Source: an optimization exercise on an open RTL-to-GDS flow (aim: small area and a short achievable clock period). Production flows keep margins and buffers that such runs may drop.
In this exercise RTL edits were held to simulation tests only and were not proved equivalent to the original.
Power figures rest on the tool's default switching activity, not on a simulated workload.

==> flow/design.v <==
package ex_bus_pkg;
    localparam int XLEN = 32;
    localparam int ADDR_W = 32;
    localparam int REG_ADDR_W = 5;
    localparam int BYTES_PER_WORD = XLEN / 8;
    typedef logic [XLEN-1:0] word_t;
    typedef logic [ADDR_W-1:0] addr_t;
    typedef logic [REG_ADDR_W-1:0] reg_addr_t;
    typedef logic [BYTES_PER_WORD-1:0] byte_sel_t;
    localparam int SHAMT_W = 5;
    localparam addr_t INST_STEP = 32'd4;
endpackage
package rv_isa_pkg;
    typedef logic [6:0] opcode_t;
    typedef logic [2:0] funct3_t;
    typedef logic [6:0] funct7_t;
    localparam int OPCODE_LSB = 0;
    localparam int OPCODE_W = 7;
    localparam int FUNCT3_LSB = 12;
    localparam int FUNCT3_W = 3;
    localparam int FUNCT7_LSB = 25;
    localparam int FUNCT7_W = 7;
    localparam int ALT_BIT = 30;
    localparam opcode_t OP_R = 7'b0110011;
    localparam opcode_t OP_I = 7'b0010011;
    localparam opcode_t OP_S = 7'b0100011;
    localparam opcode_t OP_L = 7'b0000011;
    localparam opcode_t OP_B = 7'b1100011;
    localparam opcode_t OP_LUI = 7'b0110111;
    localparam opcode_t OP_AUIPC = 7'b0010111;
    localparam opcode_t OP_JAL = 7'b1101111;
    localparam opcode_t OP_JALR = 7'b1100111;
    localparam funct7_t FUNCT7_ZERO = 7'b0000000;
    localparam funct7_t FUNCT7_ALT = 7'b0100000;
    localparam funct3_t FUNCT3_ADD_SUB = 3'b000;
    localparam funct3_t FUNCT3_SLL = 3'b001;
    localparam funct3_t FUNCT3_SLT = 3'b010;
    localparam funct3_t FUNCT3_SLTU = 3'b011;
    localparam funct3_t FUNCT3_XOR = 3'b100;
    localparam funct3_t FUNCT3_SRL_SRA = 3'b101;
    localparam funct3_t FUNCT3_OR = 3'b110;
    localparam funct3_t FUNCT3_AND = 3'b111;
    localparam funct3_t FUNCT3_BEQ = 3'b000;
    localparam funct3_t FUNCT3_BNE = 3'b001;
    localparam funct3_t FUNCT3_BLT = 3'b100;
    localparam funct3_t FUNCT3_BGE = 3'b101;
    localparam funct3_t FUNCT3_BLTU = 3'b110;
    localparam funct3_t FUNCT3_BGEU = 3'b111;
    localparam funct3_t FUNCT3_SB = 3'b000;
    localparam funct3_t FUNCT3_SH = 3'b001;
    localparam funct3_t FUNCT3_SW = 3'b010;
    localparam funct3_t FUNCT3_LB = 3'b000;
    localparam funct3_t FUNCT3_LH = 3'b001;
    localparam funct3_t FUNCT3_LW = 3'b010;
    localparam funct3_t FUNCT3_LBU = 3'b100;
    localparam funct3_t FUNCT3_LHU = 3'b101;
    typedef enum logic [3:0] {
        ALU,
        LUI,
        AUIPC,
        LOAD,
        STORE,
        BRANCH,
        JAL,
        JALR,
        NONE
    } op_class_t;
endpackage
module ex_top (
    input logic clk,
    input logic arst_n,
    input logic [31:0] pc,
    input logic [31:0] inst,
    input logic [31:0] reg1,
    input logic [31:0] reg2,
    input logic [31:0] imm,
    input logic [4:0] id_rd_addr,
    input logic id_rd_we,
    input logic [31:0] ram_rdata,
    output logic ram_req,
    output logic ram_we,
    output logic [3:0] ram_sel,
    output logic [31:0] ram_addr,
    output logic [31:0] ram_wdata,
    output logic [4:0] rd_addr,
    output logic [31:0] rd_wdata,
    output logic rd_we,
    output logic jump_flag,
    output logic [31:0] jump_addr
);
    logic [6:0] opc;
    logic [2:0] f3;
    logic alt;
    assign opc = inst[6:0];
    assign f3 = inst[14:12];
    assign alt = inst[30];
    logic is_r, r_ok, is_i, is_lui, is_auipc, is_ld, is_st, is_br, is_jal, is_jalr;
    logic valid;
    assign is_r = (opc == 7'b0110011);
    assign r_ok = is_r && (inst[29:25] == 5'b00000) && !inst[31];
    assign is_i = (opc == 7'b0010011);
    assign is_lui = (opc == 7'b0110111);
    assign is_auipc = (opc == 7'b0010111);
    assign is_ld = (opc == 7'b0000011);
    assign is_st = (opc == 7'b0100011);
    assign is_br = (opc == 7'b1100011);
    assign is_jal = (opc == 7'b1101111);
    assign is_jalr = (opc == 7'b1100111);
    assign valid = r_ok | is_i | is_lui | is_auipc | is_ld | is_st | is_br | is_jal | is_jalr;
    logic [31:0] maddr;
    logic [31:0] mp, mg, mgg, mc;
    assign mp = reg1 ^ imm;
    assign mg = reg1 & imm;
    assign mgg = {mg[31:2], mg[1] | ((reg1[1] | imm[1]) & reg1[0] & imm[0]), mg[0]};
    ex_prefix_ks u_mpfx (.p(mp), .g(mgg), .c(mc));
    assign maddr = mp ^ {mc[30:0], 1'b0};
    logic sel_r1, sel_pc;
    logic [31:0] base, xsum;
    assign sel_r1 = !inst[4] && !inst[3] && (!inst[6] || inst[2]);
    assign sel_pc = (inst[4] && !inst[5]) || (inst[6] && !inst[2]) || inst[3];
    assign base = ({32{sel_r1}} & reg1) | ({32{sel_pc}} & pc);
    logic [31:0] xp, xg, xc;
    assign xp = base ^ imm;
    assign xg = base & imm;
    ex_prefix u_xpfx (.p(xp), .g(xg), .c(xc));
    assign xsum = xp ^ {xc[30:0], 1'b0};
    logic [31:0] b, bx, ysum;
    logic sub, cout, lt_u, lt_s, eq;
    assign b = inst[5] ? reg2 : imm;
    assign sub = inst[6] | (!f3[2] & f3[1]) | (!f3[2] & !f3[1] & !f3[0] & inst[5] & alt);
    assign bx = b ^ {32{sub}};
    logic [31:0] yp, yg, yg0, yc;
    assign yp = reg1 ^ bx;
    assign yg = reg1 & bx;
    assign yg0 = {yg[31:1], yg[0] | (yp[0] & sub)};
    ex_prefix u_ypfx (.p(yp), .g(yg0), .c(yc));
    assign ysum = yp ^ {yc[30:0], sub};
    assign cout = yc[31];
    assign lt_u = !cout;
    assign lt_s = lt_u ^ reg1[31] ^ b[31];
    assign eq = &yp;
    logic [31:0] r1_rev, s0, s1, s2, s3, s4, s5, sr, sl;
    logic fill;
    logic [4:0] sh;
    always_comb begin
        for (int i = 0; i < 32; i++) r1_rev[i] = reg1[31-i];
    end
    assign sh = b[4:0];
    assign fill = f3[2] & alt & reg1[31];
    assign s0 = f3[2] ? reg1 : r1_rev;
    assign s1 = sh[0] ? {{1{fill}}, s0[31:1]} : s0;
    assign s2 = sh[1] ? {{2{fill}}, s1[31:2]} : s1;
    assign s3 = sh[2] ? {{4{fill}}, s2[31:4]} : s2;
    assign s4 = sh[3] ? {{8{fill}}, s3[31:8]} : s3;
    assign s5 = sh[4] ? {{16{fill}}, s4[31:16]} : s4;
    assign sr = s5;
    always_comb begin
        for (int i = 0; i < 32; i++) sl[i] = sr[31-i];
    end
    logic [31:0] lg;
    assign lg = (yp & {32{!(f3[1] & f3[0])}}) | (yg & {32{f3[1]}});
    logic [1:0] a;
    logic [7:0] rbyte;
    logic [15:0] rhalf;
    logic [31:0] ld;
    assign a = maddr[1:0];
    logic ld_b, ld_h, ld_w, lv_ok, ld_sgn, ld_sbit;
    logic [1:0] lsel;
    assign ld_b = !f3[1] & !f3[0];
    assign ld_h = !f3[1] & f3[0];
    assign ld_w = !f3[2] & f3[1] & !f3[0];
    assign lv_ok = ld_w | ((ld_b | ld_h) & !(ld_h & a[0]));
    assign ld_sgn = !f3[2];
    assign lsel = {a[1] & !f3[1], a[0] & ld_b};
    always_comb begin
        case (lsel)
            2'd0: rbyte = ram_rdata[7:0];
            2'd1: rbyte = ram_rdata[15:8];
            2'd2: rbyte = ram_rdata[23:16];
            default: rbyte = ram_rdata[31:24];
        endcase
    end
    assign rhalf[7:0] = rbyte;
    assign rhalf[15:8] = a[1] & ld_h ? ram_rdata[31:24] : ram_rdata[15:8];
    assign ld_sbit = ld_sgn & (ld_b ? rbyte[7] : rhalf[15]);
    assign ld[7:0] = {8{lv_ok}} & rbyte;
    assign ld[15:8] = ld_b ? {8{lv_ok & ld_sbit}} : ({8{lv_ok}} & rhalf[15:8]);
    assign ld[31:16] = ld_w ? ram_rdata[31:16] : {16{lv_ok & ld_sbit}};
    logic cond, take;
    logic [31:0] link;
    assign cond = f3[2] ? ((f3[1] ? lt_u : lt_s) ^ f3[0]) : (!f3[1] & (eq ^ f3[0]));
    assign take = (is_br & cond) | is_jal | is_jalr;
    logic [29:0] inc_all;
    always_comb begin
        logic [29:0] t, tn;
        t = pc[31:2];
        for (int l = 0; l < 5; l++) begin
            tn = t;
            for (int i = 0; i < 30; i++) begin
                if (((i >> l) & 1) == 1) tn[i] = t[i] & t[((i >> l) << l) - 1];
            end
            t = tn;
        end
        inc_all = t;
    end
    assign link = {pc[31:2] ^ {inc_all[28:0], 1'b1}, pc[1:0]};
    logic use_alu, use_x, use_ld, use_link;
    logic [31:0] result;
    assign use_alu = inst[4] & !inst[2];
    assign use_x = inst[4] & inst[2];
    assign use_ld = !inst[4] & !inst[6] & !inst[5];
    assign use_link = inst[6] & inst[2];
    logic s_sum, s_sl, s_sr, s_lg, s_slt;
    assign s_sum = use_alu & (f3 == 3'b000);
    assign s_sl = use_alu & (f3 == 3'b001);
    assign s_sr = use_alu & (f3 == 3'b101);
    assign s_lg = use_alu & f3[2] & (f3[1] | !f3[0]);
    assign s_slt = use_alu & !f3[2] & f3[1];
    assign result = ({32{s_sum}} & ysum) | ({32{s_sl}} & sl) | ({32{s_sr}} & sr)
                  | ({32{s_lg}} & lg) | {31'd0, s_slt & (f3[0] ? lt_u : lt_s)}
                  | ({32{use_x}} & xsum) | ({32{use_ld}} & ld) | ({32{use_link}} & link);
    logic st_ok, ld_ok, sb, sh_, sw;
    assign st_ok = is_st & !f3[2] & !(f3[1] & f3[0]);
    assign ld_ok = is_ld & !(f3[1] & (f3[0] | f3[2]));
    assign ram_req = st_ok | ld_ok;
    assign ram_we = st_ok;
    assign ram_addr = maddr;
    assign sb = !f3[1] & !f3[0];
    assign sh_ = f3[0];
    assign sw = f3[1];
    assign ram_sel[0] = sw | (!a[1] & !a[0]);
    assign ram_sel[1] = sw | (sb & !a[1] & a[0]) | (sh_ & !a[1] & !a[0]);
    assign ram_sel[2] = sw | (a[1] & !a[0]);
    assign ram_sel[3] = sw | (sb & a[1] & a[0]) | (sh_ & a[1] & !a[0]);
    assign ram_wdata[7:0] = reg2[7:0];
    assign ram_wdata[15:8] = sb ? reg2[7:0] : reg2[15:8];
    assign ram_wdata[23:16] = sw ? reg2[23:16] : reg2[7:0];
    assign ram_wdata[31:24] = sw ? reg2[31:24] : (sh_ ? reg2[15:8] : reg2[7:0]);
    always_ff @(posedge clk or negedge arst_n) begin
        if (!arst_n) begin
            rd_we <= 1'b0;
            jump_flag <= 1'b0;
        end else begin
            rd_we <= id_rd_we && valid;
            jump_flag <= take;
        end
    end
    always_ff @(posedge clk) begin
        rd_addr <= id_rd_addr;
        rd_wdata <= result;
        jump_addr <= {xsum[31:1], xsum[0] & !(inst[2] & !inst[3])};
    end
endmodule
module ex_prefix (
    input logic [31:0] p,
    input logic [31:0] g,
    output logic [31:0] c
);
    logic [31:0] gg, pp, gn, pn;
    always_comb begin
        gg = g;
        pp = p;
        for (int l = 0; l < 5; l++) begin
            gn = gg;
            pn = pp;
            for (int i = 0; i < 32; i++) begin
                if (((i >> l) & 1) == 1) begin
                    if (l >= 1 && i == (1 << l)) begin
                        gn[i] = g[i] | (p[i] & g[i-1]) | (p[i] & p[i-1] & gg[i-2]);
                        pn[i] = p[i] & p[i-1] & pp[i-2];
                    end else begin
                        gn[i] = gg[i] | (pp[i] & gg[((i >> l) << l) - 1]);
                        pn[i] = pp[i] & pp[((i >> l) << l) - 1];
                    end
                end
            end
            gg = gn;
            pp = pn;
        end
        c = gg;
    end
endmodule
module ex_prefix_ks (
    input logic [31:0] p,
    input logic [31:0] g,
    output logic [31:0] c
);
    logic [31:0] gg, pp, gn, pn;
    always_comb begin
        gg = g;
        pp = p;
        for (int l = 0; l < 5; l++) begin
            gn = gg;
            pn = pp;
            for (int i = 0; i < 32; i++) begin
                if (i >= (1 << l)) begin
                    gn[i] = gg[i] | (pp[i] & gg[i - (1 << l)]);
                    pn[i] = pp[i] & pp[i - (1 << l)];
                end
            end
            gg = gn;
            pp = pn;
        end
        c = gg;
    end
endmodule
==> flow/flow/run.sh <==
#!/bin/bash
# Standard layout, with the port buffers made from the smallest plain buffer.
cp standard.sh standard_sh_copy.txt
cp config.mk config_mk_copy.txt
export BUFFER_PORTS_ARGS="-buffer_cell sky130_fd_sc_hd__buf_1"
bash standard.sh > standard.log 2>&1
==> flow/config.mk <==
export PLATFORM = sky130hd
export DESIGN_NAME = ex_top
export DESIGN_NICKNAME = ex_top
export VERILOG_FILES = /design/flow/design.v
export SDC_FILE = /design/flow/constraint.sdc
export NUM_CORES = 4
export LEC_CHECK = 0
export ABC_AREA = 1
export CAP_MARGIN = 20
export CORE_MARGIN = 2
export CORE_UTILIZATION = 40
export CTS_BUF_LIST = sky130_fd_sc_hd__clkbuf_8
export SETUP_SLACK_MARGIN = 2.0
export SLEW_MARGIN = 20
==> flow/standard.sh <==
#!/bin/bash
# synth_recipe.tcl (not shown) runs the flow's synth.tcl, then flattens the netlist and writes it again
# the make line also repeats each setting of config.mk as NAME=value (left out here)
make -C /OpenROAD-flow-scripts/flow DESIGN_CONFIG=/design/flow/config.mk WORK_HOME=/design/flow/orfs CLKGATE_MAP_FILE= SYNTH_SCRIPT=/design/flow/synth_recipe.tcl "${@:-finish}"
==> flow/constraint.sdc <==
create_clock -name core_clock -period 6.5 [get_ports {clk}]
set_input_delay 1.3000 -clock core_clock [delete_from_list [all_inputs] [get_ports {clk}]]
set_output_delay 1.3000 -clock core_clock [all_outputs]
set_load 0.01 [all_outputs]
==> qor.yml <==
irDropWorstVdd_mv: 0.119
post-place-ws_ns: 1.20
finish.instance_area_um2: 15400
syn-cell-area_um2: 13100
hold_viol_final: 0
syn_inst: 2329
synthToLayoutAreaGrowth_pct: 18.0
timing.fmax_mhz: 223
ys_seq_elements: 71
ant_nets: 0
drc: 0
cts-buffers-inserted: 9
drv_slew: 0
worst_slew_pin_slew_ns: 1.09
track_usage_pct: 41.2
power.leakage_uw: 0.00742
grt_overflow: 0
layout_common_cells: "nand2_1 (633), nand3_1 (421), buf_1 (287)"
arrival_ns: 3.18
placedCellCount: 3030
yosysTopAreaCell: "nand2_1"
fp-row-count: 66
fin_setup_tns_ns: 0
synth_top_area_share_pct: 18.4
cap_violations: 0
grt_max_degree: 50
cts_tree: "built"
placed_area_um2: 14600
p_per_area_nw_per_um2: 176
clock-sinks: 71
nets: 2917
outcome: "finished clean"
finalCritPeriodShare_pct: 69.0
setup_viol: 0
drive_gt1_share_pct: 8.74
clockRootBuffer: "clkbuf_8"
final_util_pct: 47.7
antenna_found_initial: 2
startpoint_type: "input port"
routed_wl_mm: 71.7
final_common_cell: "nand2_1"
dieWidth_um: 185
synth_area_leaders: "nand2_1 (18%), nand3_1 (16%), dfxtp_1 (11%), ha_1 (9.7%), inv_1 (7.8%)"
rsz0062_at_grt: "yes"
start_util_pct: 40.4
min_path_type: "input port to asynchronous set/reset pin"
fin_cells: 3064
setup_ws_ns: 2.02
synth_cell_type_count: 54
max_slew_margin_pct: 26.9
path_clk_slew_ns: 0.08
gp_congestion: 1.04
synth-async-reset-ratio_pct: 2.82
synth_ff_type: "dfxtp_1"
ys_warn_count: 3
endpoint_kind: "primary output"
crit_required_ns: 5.20
num_vias: 18000
clockBufferDepth: 2
critPathMaxFanout: 5
vias_per_cell: 5.88
grt_pass1_wl_mm: 103
hpwl_mm: 59.1
ys_seq_area_share_pct: 11.0
grt_pass1_vias: 16200
wl_per_cell_um: 23.4
io_pins: 341
synth_fp_nets: 2632
path_class: "input port to primary output"
drt_iter0_drc: 2029
numPortBuffers: 325
htreeDepth: 3
die_height_um: 185
first_pass_iters: 8
synth-edff-count: 0
dieArea_um2: 34100
design.core.area_um2: 32400
fin_crit_ns: 4.48
synth.avg_cell_area_um2: 5.61
==> power breakdown <==
group / switching [µW] / internal, µW
Combinational: 1180 / 551
Sequential: 24.4 / 521
Clock: 216 / 228
==> flip-flops by register name, indices dropped and copies added (netlist names) <==
signal,count
rd_wdata,32
jump_addr,32
rd_addr,5
jump_flag,1
rd_we,1
==> metrics by stage <==
stage | hold slack [ns] | power (µW)
3_3_place_gp | 1.11 | 2160
3_5_place_dp | 1.11 | 2160
2_1_floorplan | 1.00 | 1600
5_1_grt | 0.658 | 2900
4_1_cts | 0.646 | 2650
6_report | 0.662 | 2720
==> layer usage <==
layer,routed length (µm),track usage [%],vias to the layer above
met4,3320,17.7,2
met5,13,0,-
met2,31000,64.4,1140
met1,29500,54.5,8320
li1,-,-,8403
met3,7940,8.63,164
==> cell families (layout without fill, tap and decap cells) <==
logic type	Yosys count	count (layout)	share of synthesized area (%)
and+or+nand+nor	1283	1283	43.5
buffers and inverters	389	679	12.4
other	0	3	0
AOI/OAI and AO/OA	412	412	18.4
DFF	71	71	11.0
xor gates and xnor gates	71	71	4.76
adders and majority gates	103	103	9.98
==> worst paths after layout <==
path	from	end	slack, ns	cells after the start
min in group core_clock	id_rd_addr[3]	rd_addr[3]$_DFF_P_	0.96	1
max in group asynchronous	arst_n	rd_we$_DFF_PN0_	5.69	1
setup / recovery	imm[1]	ram_addr[30]	2.02	12
hold / removal	arst_n	jump_flag$_DFF_PN0_	0.66	1
==> cells in the mapped netlist, types with 4 or more instances <==
cell and count:
a211oi_1 4, a21boi_0 4, a21o_1 11, a21oi_1 126, a21oi_2 5, a221oi_1 4
a22o_1 7, a31oi_1 7, and2_1 12, buf_1 4, buf_2 40, buf_4 16
buf_6 7, clkbuf_1 30, dfxtp_1 69, ha_1 101, inv_1 273, inv_2 17
nand2_1 641, nand2_2 9, nand3_1 421, nand3b_1 8, nand4_1 25, nor2_1 119
nor2_2 5, nor2_4 4, nor3_1 18, nor4_1 6, o2111ai_1 5, o211ai_1 17
o21ai_0 129, o21ai_1 12, o21ai_2 6, o21bai_1 7, o221ai_1 7, o22ai_1 48
or2_2 5, xnor2_1 41, xor2_1 30
==> critical path, stage by stage <==
cell and delay (ns):
buf_4 0.13, inv_1 0.10, ha_4 0.28, ha_2 0.20, nor2_4 0.05, o21ai_4 0.27, a21boi_4 0.13, o21ai_4 0.25
nand2_1 0.08, nand3_1 0.08, xor2_1 0.15, buf_2 0.15
==> timing repair <==
item | CTS | global route
cloned | 0 | 0
hold buffers | 0 | 0
gates resized for setup | 60 | 76
pin swaps | 7 | 10
buffers inserted | 5 | 10
endpoints found under the setup margin | 49 | 42
==> final cells by class <==
cell class,count,area [µm²]
Tap cell,442,553
Clock buffer,10,138
Antenna cell,3,7.51
Clock inverter,6,93.8
Fill cell,3697,16900
Inverter,292,1100
Timing Repair Buffer,371,1650
Multi-Input combinational cell,1869,10500
Sequential cell,71,1430

-- re-timing with driven ports --
Ports are ideal in the flow. The routed layout listed here was re-timed in OpenROAD.
Step 1: set_driving_cell puts a clkbuf_16 on clk and a buf_2 on each other input, an assumption about the parent block.
Step 2 times the ports against the registers' clock, not the clock port: input delays grow and output delays shrink by t, the midpoint of the rising clock arrivals with the driver on.
a / b / c = no drivers / after step 1 / after step 2; a / b = the first two.
t, ns: 0.482
setup WS [ns]: 2.015 / 1.990 / 1.610
slew at the worst register clock pin (ns): 0.11 / 0.11
cell pins on the clock port's net: 1
After both steps this run still meets setup and hold. The setup slack of this run moves by -0.025 ns with the drivers and by -0.405 ns with both steps.
